Background: an optimization exercise with open tools, aiming at small area, a short achievable clock period and few clock cycles per item. Do not read the settings as production practice.
Function was checked by simulation only, so behaviour that the tests miss may differ from the original.
Power and IR drop assume default switching activity.

`design/flow/run.sh`:
```
#!/bin/bash
# synth_recipe.tcl (not shown) runs the flow's synth.tcl, then flattens the netlist and writes it again
# the make line also repeats each setting of config.mk as NAME=value (left out here)
make -C /OpenROAD-flow-scripts/flow DESIGN_CONFIG=/design/flow/config.mk WORK_HOME=/design/flow/orfs CLKGATE_MAP_FILE= SYNTH_SCRIPT=/design/flow/synth_recipe.tcl finish
```
`design/flow/config.mk`:
```
export PLATFORM = sky130hd
export DESIGN_NAME = best_fit_bin_packer
export DESIGN_NICKNAME = best_fit_bin_packer
export VERILOG_FILES = /design/flow/design.v
export SDC_FILE = /design/flow/constraint.sdc
export NUM_CORES = 4
export LEC_CHECK = 0
export CAP_MARGIN = 20
export CORE_MARGIN = 2
export CORE_UTILIZATION = 40
export SLEW_MARGIN = 20
```
`design/flow/constraint.sdc`:
```
create_clock -name core_clock -period 6.0 [get_ports {clock}]
set_input_delay 1.2000 -clock core_clock [delete_from_list [all_inputs] [get_ports {clock}]]
set_output_delay 1.2000 -clock core_clock [all_outputs]
set_load 0.01 [all_outputs]
```
`design/flow/design.v`:
```
`default_nettype none
package bfbp_pkg;
   localparam int unsigned WeightWidth = 16;
   localparam int unsigned IndexWidth  = 7;
   localparam int unsigned CountWidth  = 8;
   localparam int unsigned StatusWidth = 2;
   typedef enum logic [StatusWidth-1:0] {
      STATUS_PLACED     = 2'd0,
      STATUS_OVERWEIGHT = 2'd1,
      STATUS_FULL       = 2'd2
   } status_type;
   typedef struct packed {
      logic [WeightWidth-1:0] item_weight;
      logic                   last_item;
   } req_payload_type;
   typedef struct packed {
      logic [IndexWidth-1:0]  bin_index;
      logic                   opened_new;
      logic [CountWidth-1:0]  bins_in_use;
      logic [StatusWidth-1:0] status;
      logic                   set_done;
   } rsp_payload_type;
endpackage
`default_nettype wire
`default_nettype none
module bfbp_lt #(
   parameter int unsigned W = 16
) (
   input  wire logic [W-1:0] a,
   input  wire logic [W-1:0] b,
   output wire logic         lt
);
   localparam int unsigned L = $clog2(W);
   logic [W-1:0] gt_l [L+1];
   logic [W-1:0] ls_l [L+1];
   assign gt_l[0] = a & ~b;
   assign ls_l[0] = ~a & b;
   for (genvar l = 0; l < L; l++) begin : g_l
      for (genvar k = 0; k < W; k++) begin : g_k
         if ((k % (2 << l)) == 0 && (k + (1 << l)) < W) begin : g_m
            assign ls_l[l+1][k] = ls_l[l][k+(1<<l)] | (~gt_l[l][k+(1<<l)] & ls_l[l][k]);
            assign gt_l[l+1][k] = gt_l[l][k+(1<<l)] | (~ls_l[l][k+(1<<l)] & gt_l[l][k]);
         end else begin : g_p
            assign ls_l[l+1][k] = ls_l[l][k];
            assign gt_l[l+1][k] = gt_l[l][k];
         end
      end
   end
   assign lt = ls_l[L][0];
endmodule
module best_fit_bin_packer #(
   parameter int unsigned MAX_BINS = 128
) (
   input  wire logic              clock,
   input  wire logic              reset,
   input  wire logic              req_valid,
   output wire logic              req_ready,
   input  wire logic [15:0]       req_item_weight,
   input  wire logic              req_last_item,
   output wire logic              rsp_valid,
   input  wire logic              rsp_ready,
   output wire logic [6:0]        rsp_bin_index,
   output wire logic              rsp_opened_new,
   output wire logic [7:0]        rsp_bins_in_use,
   output wire logic [1:0]        rsp_status,
   output wire logic              rsp_set_done,
   input  wire logic              csr_wr_en,
   input  wire logic [15:0]       csr_wr_data
);
   localparam int unsigned N     = MAX_BINS;
   localparam int unsigned AW    = $clog2(MAX_BINS);      
   localparam int unsigned CW    = $clog2(MAX_BINS + 1);  
   localparam int unsigned WW    = 16;
   localparam int unsigned LANES = 16;
   localparam int unsigned LB    = $clog2(LANES);         
   localparam int unsigned ROWS  = N / LANES;             
   localparam int unsigned RB    = AW - LB;               
   localparam int unsigned G1    = LANES / 4;             
   typedef enum logic [1:0] {
      ST_IDLE = 2'd0,
      ST_SCAN = 2'd1,
      ST_FIN  = 2'd2
   } state_type;
   state_type       state_ff;
   logic [WW-1:0]   cap_ff;
   logic [WW-1:0]   weight_ff;
   logic            last_ff;
   logic            over_ff;
   logic [CW-1:0]   count_ff;
   logic            rsp_valid_ff;
   logic [WW-1:0]   newsp_ff;
   logic [6:0]      rsp_idx_ff;
   logic            rsp_new_ff;
   logic [7:0]      rsp_cnt_ff;
   logic [1:0]      rsp_st_ff;
   logic            rsp_done_ff;
   logic [WW-1:0]   space_mem [N];
   logic [RB:0]     rd_row;         
   logic            rd_v;
   logic [RB-1:0]   rd_base;
   logic [WW-1:0]   rd_data [LANES];
   logic            t1_v;
   logic            t1_cv [G1];
   logic [WW-1:0]   t1_cs [G1];
   logic [AW-1:0]   t1_ci [G1];
   logic            best_v;
   logic [WW-1:0]   best_s;
   logic [AW-1:0]   best_i;
   logic out_free, req_fire, commit;
   logic [RB:0]     rows_needed;
   assign out_free    = !rsp_valid_ff || rsp_ready;
   assign req_ready   = (state_ff == ST_IDLE) || ((state_ff == ST_FIN) && out_free);
   assign req_fire    = req_valid && req_ready;
   assign commit      = (state_ff == ST_FIN) && out_free;
   assign rows_needed = (RB+1)'((count_ff + CW'(LANES - 1)) >> LB);
   assign rsp_valid       = rsp_valid_ff;
   assign rsp_bin_index   = rsp_idx_ff;
   assign rsp_opened_new  = rsp_new_ff;
   assign rsp_bins_in_use = rsp_cnt_ff;
   assign rsp_status      = rsp_st_ff;
   assign rsp_set_done    = rsp_done_ff;
   logic            l_v [LANES];
   for (genvar l = 0; l < LANES; l++) begin : g_lane
      logic below;
      logic [AW-1:0] idx;
      assign idx = {rd_base, LB'(l)};
      bfbp_lt #(.W(WW)) u_fit (.a(rd_data[l]), .b(weight_ff), .lt(below));
      assign l_v[l] = (CW'(idx) < count_ff) && !below;
   end
   logic            n1_v [LANES/2];
   logic [WW-1:0]   n1_s [LANES/2];
   logic [AW-1:0]   n1_i [LANES/2];
   for (genvar k = 0; k < LANES / 2; k++) begin : g_n1
      logic less, sel;
      bfbp_lt #(.W(WW)) u_c (.a(rd_data[2*k+1]), .b(rd_data[2*k]), .lt(less));
      assign sel     = l_v[2*k+1] && (!l_v[2*k] || less);
      assign n1_v[k] = l_v[2*k] || l_v[2*k+1];
      assign n1_s[k] = sel ? rd_data[2*k+1] : rd_data[2*k];
      assign n1_i[k] = {rd_base, LB'(2*k + (sel ? 1 : 0))};
   end
   logic            n2_v [G1];
   logic [WW-1:0]   n2_s [G1];
   logic [AW-1:0]   n2_i [G1];
   for (genvar k = 0; k < G1; k++) begin : g_n2
      logic less, sel;
      bfbp_lt #(.W(WW)) u_c (.a(n1_s[2*k+1]), .b(n1_s[2*k]), .lt(less));
      assign sel     = n1_v[2*k+1] && (!n1_v[2*k] || less);
      assign n2_v[k] = n1_v[2*k] || n1_v[2*k+1];
      assign n2_s[k] = sel ? n1_s[2*k+1] : n1_s[2*k];
      assign n2_i[k] = sel ? n1_i[2*k+1] : n1_i[2*k];
   end
   logic            n3_v [2];
   logic [WW-1:0]   n3_s [2];
   logic [AW-1:0]   n3_i [2];
   for (genvar k = 0; k < 2; k++) begin : g_n3
      logic less, sel;
      bfbp_lt #(.W(WW)) u_c (.a(t1_cs[2*k+1]), .b(t1_cs[2*k]), .lt(less));
      assign sel     = t1_cv[2*k+1] && (!t1_cv[2*k] || less);
      assign n3_v[k] = t1_cv[2*k] || t1_cv[2*k+1];
      assign n3_s[k] = sel ? t1_cs[2*k+1] : t1_cs[2*k];
      assign n3_i[k] = sel ? t1_ci[2*k+1] : t1_ci[2*k];
   end
   logic            r_v;
   logic [WW-1:0]   r_s;
   logic [AW-1:0]   r_i;
   logic            r_less, r_sel;
   bfbp_lt #(.W(WW)) u_r (.a(n3_s[1]), .b(n3_s[0]), .lt(r_less));
   assign r_sel = n3_v[1] && (!n3_v[0] || r_less);
   assign r_v   = n3_v[0] || n3_v[1];
   assign r_s   = r_sel ? n3_s[1] : n3_s[0];
   assign r_i   = r_sel ? n3_i[1] : n3_i[0];
   logic            m_less, take;
   bfbp_lt #(.W(WW)) u_m (.a(r_s), .b(best_s), .lt(m_less));
   assign take = t1_v && r_v && (!best_v || m_less);
   logic            full;
   logic            do_write;
   logic [AW-1:0]   wr_idx;
   logic [WW-1:0]   wr_data;
   logic            opened;
   logic [CW-1:0]   res_count;
   logic [1:0]      status;
   assign full = (count_ff == CW'(N));
   always_comb begin
      do_write  = 1'b0;
      wr_idx    = best_i;
      wr_data   = best_s - weight_ff;
      opened    = 1'b0;
      res_count = count_ff;
      status    = 2'd0;
      if (over_ff) begin
         status = 2'd1;
      end else if (best_v) begin
         do_write = 1'b1;
      end else if (full) begin
         status = 2'd2;
      end else begin
         do_write  = 1'b1;
         wr_idx    = count_ff[AW-1:0];
         wr_data   = newsp_ff;
         opened    = 1'b1;
         res_count = count_ff + CW'(1);
      end
   end
   logic scan_done;
   assign scan_done = (rd_row >= rows_needed) && !rd_v;
   always_ff @(posedge clock) begin
      if (reset) begin
         state_ff     <= ST_IDLE;
         cap_ff       <= '1;
         count_ff     <= '0;
         rsp_valid_ff <= 1'b0;
      end else begin
         if (csr_wr_en) cap_ff <= csr_wr_data;
         if (rsp_ready) rsp_valid_ff <= 1'b0;
         case (state_ff)
            ST_IDLE: if (req_fire) state_ff <= (req_item_weight > cap_ff) ? ST_FIN : ST_SCAN;
            ST_SCAN: if (scan_done) state_ff <= ST_FIN;
            ST_FIN:  if (commit) begin
                        if (!req_fire) state_ff <= ST_IDLE;
                        else state_ff <= (req_item_weight > cap_ff) ? ST_FIN : ST_SCAN;
                     end
            default: state_ff <= ST_IDLE;
         endcase
         if (commit) begin
            rsp_valid_ff <= 1'b1;
            if (last_ff) count_ff <= '0;
            else         count_ff <= res_count;
         end
      end
   end
   always_ff @(posedge clock) begin
      if (req_fire) begin
         weight_ff <= req_item_weight;
         last_ff   <= req_last_item;
         over_ff   <= req_item_weight > cap_ff;
         rd_row    <= (RB+1)'(1);
         rd_v      <= 1'b1;
         rd_base   <= '0;
         for (int l = 0; l < LANES; l++) begin
            if (commit && do_write && (wr_idx == AW'(l))) begin
               rd_data[l] <= wr_data;
            end else begin
               rd_data[l] <= space_mem[l];
            end
         end
         t1_v      <= 1'b0;
         best_v    <= 1'b0;
      end else if (state_ff == ST_SCAN) begin
         newsp_ff <= cap_ff - weight_ff;
         rd_v <= 1'b0;
         if (rd_row < rows_needed) begin
            rd_v    <= 1'b1;
            rd_base <= rd_row[RB-1:0];
            rd_row  <= rd_row + (RB+1)'(1);
            for (int l = 0; l < LANES; l++) begin
               rd_data[l] <= space_mem[{rd_row[RB-1:0], LB'(l)}];
            end
         end
         t1_v <= rd_v;
         for (int k = 0; k < G1; k++) begin
            t1_cv[k] <= rd_v && n2_v[k];
            t1_cs[k] <= n2_s[k];
            t1_ci[k] <= n2_i[k];
         end
         if (take) begin
            best_v <= 1'b1;
            best_s <= r_s;
            best_i <= r_i;
         end
      end
      if (commit) begin
         rsp_idx_ff  <= (status == 2'd0) ? 7'(wr_idx) : 7'd0;
         rsp_new_ff  <= opened;
         rsp_cnt_ff  <= 8'(res_count);
         rsp_st_ff   <= status;
         rsp_done_ff <= last_ff;
      end
   end
   always_ff @(posedge clock) begin
      if (commit && do_write) begin
         space_mem[wr_idx] <= wr_data;
      end
   end
endmodule
`default_nettype wire
```
==> summary.txt <==
status timing/DRC/antenna clean; clock latency on the worst-skew pair 920 ps; Routed WL 349.2 mm; top layer in use met5; Worst setup SP type flop; fin crit share 98.49%; placer congestion estimate around 1.0; wire length per cell 30.96 um; syn nets about 7100; P&R area growth vs syn 14.71%; dpl hpwl ~230 mm; layout cell share with drive strength beyond 1 19.89%; CP required 6640 ps; clk slew on worst S/H paths roughly 70 ps; H-tree levels 4; Synth Warn # 32; RSZ-0062 raised after global routing false; post-synthesis register bit count around 2500; via/cell ratio just under 6; dpl ws -44.18 ps; average cell area after synthesis 15.84 um^2; metal1 wirelength 148.5 mm; Slew HR 25.30%; Fill cells 23780; CTS Buf Count around 250; asr flop ratio synth 0%; Max Clk Rate 0.1692 GHz; nets@finish 7464; vias in the first global route 63770; TritonCTS clock tree done; Worst Path Arrival 6550 ps; Pleak approximately 41 nW; synthesized instance count about 7000; Via Count between 60000 and 70000; Core Util, Final 45.99%; Post-synth EDFFs approximately 2500; DR WL met3 about 31 mm; residual overflow from global routing 0; first-pass GRT wire length 487.8 mm; Port Buf Inserts 58; main flop type after synthesis edfxtp_1; post-synth cell types 100; worst setup path class reg2reg; total global-route track usage about 25%; die area ~280000 um^2; final slew viol count 0; largest net degree at the start of global routing ~150; Min-Delay Path Class reg2reg; post-layout min period approximately 6000 ps; DRC errors left 0; starting density of the core between 40% and 50%; deepest clock path buffer count 4; core region area 275800 um^2; clk root buf clkbuf_16; Std-Cell Rows 193; clock sinks between 2000 and 2500; Final Hold Viols 0; cell area after synthesis between 100000 and 150000 um^2; metal2 WL 157.4 mm; Ports approximately 60; register area share after synthesis between 60% and 70%; CP Capture Type flop; initial DRC count slightly above 9000; Slew @ Worst Pin between 1000 and 1500 ps; initial antenna violation count 36; DR pass1 iterations 8; worst vdd ir 290.3 uV; Power Density 319.4 nW/um^2; MaxCap Viol Count 0; CP Max Fanout 10; Chip Height around 530 um; Post-Route Skew 47.24 ps; final worst slack roughly 90 ps; Final ANT Viol Nets 0; die width 529.8 um; Final Setup Violations 0
-- sequential cells by signal (all words and copies together), names as in the netlist, 2 cells and up, named ones only --
signal and count:
rsp_idx_ff 7, rsp_st_ff 2, t1_cs 64, newsp_ff 16, rd_base 3, count_ff 8
t1_cv 4, rd_row 4, state_ff 2, best_s 16, cap_ff 16, best_i 7
rsp_cnt_ff 8, rd_data 256, weight_ff 16, space_mem 2048, t1_ci 11
-- layout make-up --
cell class	count	area, um^2	share of cell area (%)
flip-flops and latches	2499	74650	58.86
multi-input cells	3804	33550	26.45
clock buffers	288	6335	4.994
repair buffers	528	4949	3.901
well taps	3705	4636	3.655
clock inverters	159	1567	1.235
inverters	287	1126	0.8878
diodes	10	25.02	0.01973
-- where the power goes --
part	switching, mW	internal, mW
combinational	3.40	1.16
sequential	0.321	20.3
clock	6.70	8.66
-- synthesized netlist by cell type (all sizes together), types with 16 or more instances --
library cell | n | area [um^2]
buf | 91 | 465.4
nor2 | 549 | 2068
a31oi | 20 | 140.1
o21ai | 222 | 1137
nor3 | 43 | 215.2
nand3 | 49 | 245.2
a21o | 37 | 277.8
o211ai | 104 | 785.8
ha | 57 | 713.2
o22ai | 40 | 250.2
mux2 | 47 | 529.3
o21a | 25 | 187.7
o221ai | 24 | 210.2
nand2 | 341 | 1287
edfxtp | 2459 | 73840
clkbuf | 300 | 1127
xnor2 | 17 | 148.9
a211oi | 206 | 1551
nor2b | 82 | 513.0
a221oi | 26 | 234.0
o31ai | 22 | 178.9
mux4 | 512 | 11530
dfxtp | 40 | 800.8
inv | 279 | 1050
a21oi | 381 | 1914
nand4 | 16 | 100.1
a21boi | 22 | 165.2
nand2b | 103 | 644.4
maj3 | 233 | 2351
mux2i | 382 | 3824
a22oi | 31 | 232.7
-- worst max-delay path, cell delays in order (launching register included) --
cell       delay, ps
edfxtp_1         650
inv_1            260
buf_4            260
maj3_1           370
maj3_1           400
a41o_1           230
a221oi_2         180
o21ai_1          120
maj3_2           320
o211ai_2         270
a31oi_4          100
buf_4            230
mux2i_1          130
maj3_2           310
maj3_2           320
a21o_1           180
a221oi_1         330
o21bai_1         130
o2111ai_2        140
buf_4            180
a21oi_1           60
a31oi_1          460
-- logic make-up after synthesis --
logic type,synth area share (%)
adder cells (fa/ha/maj),2.807
multiplexers,14.36
AND/OR/NAND/NOR,5.024
AO/OA/AOI/OAI,7.663
XOR/XNOR,0.2218
flip-flops,67.50
buffers and inverters,2.417
-- per-stage QoR --
step           hold WS (ps)  total power, mW  std cells  area [um^2]  TNS (ps)
6_report              469.0            40.51      11280       126800         0
5_1_grt               493.9            41.58      11270       126800         0
4_1_cts               490.8            40.67      11260       126600         0
3_5_place_dp          457.6            25.42      10820       118700    -652.7
3_3_place_gp          455.4            25.33      10810       118700     -2163
2_1_floorplan         433.8            22.85       6981       110600         0
-- layout by cell type, fill, tap and decap left out, types with 31 or more instances in the layout --
cell	synthesis	final
nand2b_1	103	103
nor3_1	43	43
nor2b_1	82	82
clkbuf_1	299	41
mux4_2	512	512
clkinv_1	8	56
buf_4	13	402
a211oi_1	205	205
buf_12	0	64
maj3_1	218	218
nand2_1	340	335
inv_1	276	258
o211ai_1	103	103
nand3_1	49	46
ha_1	57	57
a22oi_1	31	31
edfxtp_1	2459	2459
clkinv_2	0	48
mux2i_1	382	381
o21ai_0	205	202
clkdlybuf4s50_1	0	58
o22ai_1	40	40
mux2_2	46	46
a21oi_1	379	374
a21o_1	37	37
clkbuf_16	0	247
dfxtp_1	40	37
nor2_1	548	537
-- routing by layer --
metal / vias up / global-route usage, %
met3: 551 / 4.025
met4: 6 / 7.433
met5: - / 0
met2: 3160 / 37.28
li1: 28440 / -
met1: 34490 / 36.12
-- final timing paths --
kind,slack (ps),to,startpoint,depth (start not counted)
min,470,best_i[6],t1_ci[1][6],0
min reg2reg,470,best_i[6],t1_ci[1][6],0
max,90,t1_cs[3][12],weight_ff[6],21
max reg2reg,90,t1_cs[3][12],weight_ff[6],21
-- what timing repair did --
action                     in CTS  in global routing
setup buffers                   0                  5
hold buffers                    0                  0
gates resized for setup         1                 14
setup endpoints to repair      15                 38
pin swaps                       0                  2
hold endpoints to repair        0                  0
Testbench counts, summed over its fixed seeds: cycles 67,711, items 19,013.

separate check: timing with driven ports:
No port has a modelled driver above. Below, the same layout with a new extraction and two added sets of constraints. Step 1 (the two cells are an assumption about what drives the block):
set clk [get_ports {clock}]
set_driving_cell -lib_cell sky130_fd_sc_hd__clkbuf_16 $clk
set_driving_cell -lib_cell sky130_fd_sc_hd__buf_2 [delete_from_list [all_inputs] $clk]
Step 2 adds t to the input delays and takes it off the output delays; t is the mean of the earliest and latest rising clock arrival at the registers after step 1. Input paths then give back, and output paths get back, about the clock's delay inside the block. Slacks: ideal / step 1 / step 2; pairs: ideal / step 1.
shift t [ns]: 0.988
setup WS [ns]: 0.091 / 0.091 / 0.091
worst setup path at the end: register to register
worst slew at a driven data input, ns: 0.06
After both steps setup and hold are still met in this run. For this run, drivers alone change the setup slack by 0.000 ns; drivers and shift together by 0.000 ns.
